What follows belongs to an exercise in optimizing a design on an open flow for small area and few clock cycles; a production flow would make more cautious choices.
Only simulation tests tie the RTL to the original design; equivalence was not proved.

the previous run:
// nonogram_solver
module nonogram_solver (
    input  logic          clk,
    input  logic          rst,
    input  logic          start,
    input  logic [3:0]    num_rows,
    input  logic [3:0]    num_cols,
    input  logic [111:0]  counts,        
    input  logic [7:0]    in_word,
    input  logic          in_valid,
    output logic          in_ready,
    output logic [7:0]    out_word,
    output logic          out_valid,
    input  logic          out_ready,
    output logic [63:0]   known,
    output logic [63:0]   assigned,
    output logic          solved
);
For scale: about 280 flip-flops, about 270 I/O pins, ~15000 um^2 of cells after synthesis.
Settings: LEC_CHECK=0, CAP_MARGIN=0, CORE_MARGIN=2, CORE_UTILIZATION=60, SLEW_MARGIN=0, SYNTH_HIERARCHICAL=1; clock period 10.0 ns.
standard.sh (not shown) runs the stock make flow with config.mk's settings and CLKGATE_MAP_FILE= SYNTH_SCRIPT=/design/flow/synth_recipe.tcl, a recipe that flattens the netlist after the stock synthesis.
==> flow/flow/run.sh <==
#!/bin/bash
# The standard layout with three changes: the smallest buffer on every input
# and output port; logic gates that synthesis sized up swapped back to their
# smallest size before placement (downsize.tcl), leaving placement's repair to
# size up what the layout needs; and a clock tree of small buffers in small
# clusters without dummy loads.
set -euo pipefail
export BUFFER_PORTS_ARGS="-buffer_cell sky130_fd_sc_hd__buf_1"
export CTS_ARGS="-sink_clustering_enable -repair_clock_nets -dont_use_dummy_load -buf_list sky130_fd_sc_hd__clkbuf_4 -sink_clustering_size 12 -sink_clustering_max_diameter 30"
bash standard.sh floorplan > standard_floorplan.log 2>&1
RES=orfs/results/$FLOW_PLATFORM/nonogram_solver/base PLATFORM_DIR=$FLOW_HOME/platforms/$FLOW_PLATFORM \
    openroad -no_init -exit flow/downsize.tcl > downsize.log 2>&1
bash standard.sh finish > standard.log 2>&1
==> flow/flow/downsize.tcl <==
# Swap every logic gate that synthesis sized up for the weakest cell with the
# same function and pins, where that cell is smaller; placement's repair then
# sizes up only what the layout needs. Flip-flops, buffers and inverters are
# left alone.
set res $::env(RES)
read_liberty $::env(PLATFORM_DIR)/lib/sky130_fd_sc_hd__tt_025C_1v80.lib
read_db $res/2_floorplan.odb
set n 0
foreach inst [get_cells *] {
  set m [get_property $inst ref_name]
  if {![regexp {^(sky130_fd_sc_hd__([a-z0-9]+))_([0-9]+)$} $m -> base func drive]} { continue }
  if {$drive <= 1} { continue }
  if {[regexp {^(buf|clkbuf|inv|clkinv|bufinv|dfxtp|edfxtp|dfrtp|dfstp|dfbbp|dfxbp|sdf|sedf|dlx|dlclkp|conb|tap|fill|decap|diode|clkdly|dlygate|dlymetal)} $func]} { continue }
  foreach d {1 0} {
    set cand [get_lib_cells -quiet ${base}_$d]
    if {[llength $cand] && [get_property $cand area] < [get_property [get_lib_cells $m] area]} {
      replace_cell $inst $cand
      incr n
      break
    }
  }
}
puts "downsized $n gates"
write_db $res/2_floorplan.odb
Testbench counts of the previous run, summed over its fixed seeds: cycles 95,857.
diff inputs: the previous run => the current run
--- a/flow/flow/run.sh
+++ b/flow/flow/run.sh
@@ -6 +6,2 @@
-# clusters without dummy loads.
+# clusters without dummy loads. The buffers from synthesis are removed before
+# placement.
@@ -8,0 +10 @@
+export REMOVE_ABC_BUFFERS=1
--- a/flow/config.mk
+++ b/flow/config.mk
@@ -8 +8 @@
-export CAP_MARGIN = 0
+export CAP_MARGIN = 20
@@ -11 +11,2 @@
-export SLEW_MARGIN = 0
+export GPL_TIMING_DRIVEN = 0
+export SLEW_MARGIN = 20
Global routing usage on met1 was higher in the run labelled the previous run. Setup slack in the current run is smaller than in the previous run. The current run ends up with a placement-stage cell area that is about 3.2% higher than in the previous run. The previous run -> the current run: clock buffer count from CTS increased by more than 10%. Placer's final routability congestion estimate, the current run and the previous run: larger value in the previous run. The current run vs. the previous run: register clock-pin slew on the reported worst setup and hold paths essentially unchanged; layout buffering overhead excluding clock cells rose by 2.4 points; path length in cells of the critical path increased 3; final worst-path cycle share shows an increase of 5.6 points. The core of the current run is more densely filled than that of the previous run. The current run vs the previous run — time the worst path needs with I/O delays and setup rose 0.56 ns.

## static timing again, ports no longer ideal
Ports are ideal in the flow. The routed layouts listed here were re-timed in OpenROAD. Step 1 sets driving cells, clkbuf_16 on the clock port and buf_2 on the other inputs (assumed; they add their load-dependent delay and slew). Step 2 adds t to the input delays and takes it off the output delays; t is the mean of the earliest and latest rising clock arrival at the registers after step 1. Input paths then give back, and output paths get back, about the clock's delay inside the block. a / b / c = no drivers / after step 1 / after step 2; a / b = the first two.
| run | t, ns | setup WS [ns] | worst register clock-pin slew, ns | worst slew at a driven data input, ns |
|---|---|---|---|---|
| the previous run | 0.739 | 2.020 / 2.035 / 1.296 | 0.11 / 0.11 | 0.05 |
| the current run | 0.732 | 1.460 / 1.477 / 0.745 | 0.10 / 0.10 | 0.07 |
After both steps setup and hold are still met in every run listed. The setup slack of the previous run, which loses most, moves by +0.015 ns with the drivers and by -0.724 ns with both steps.
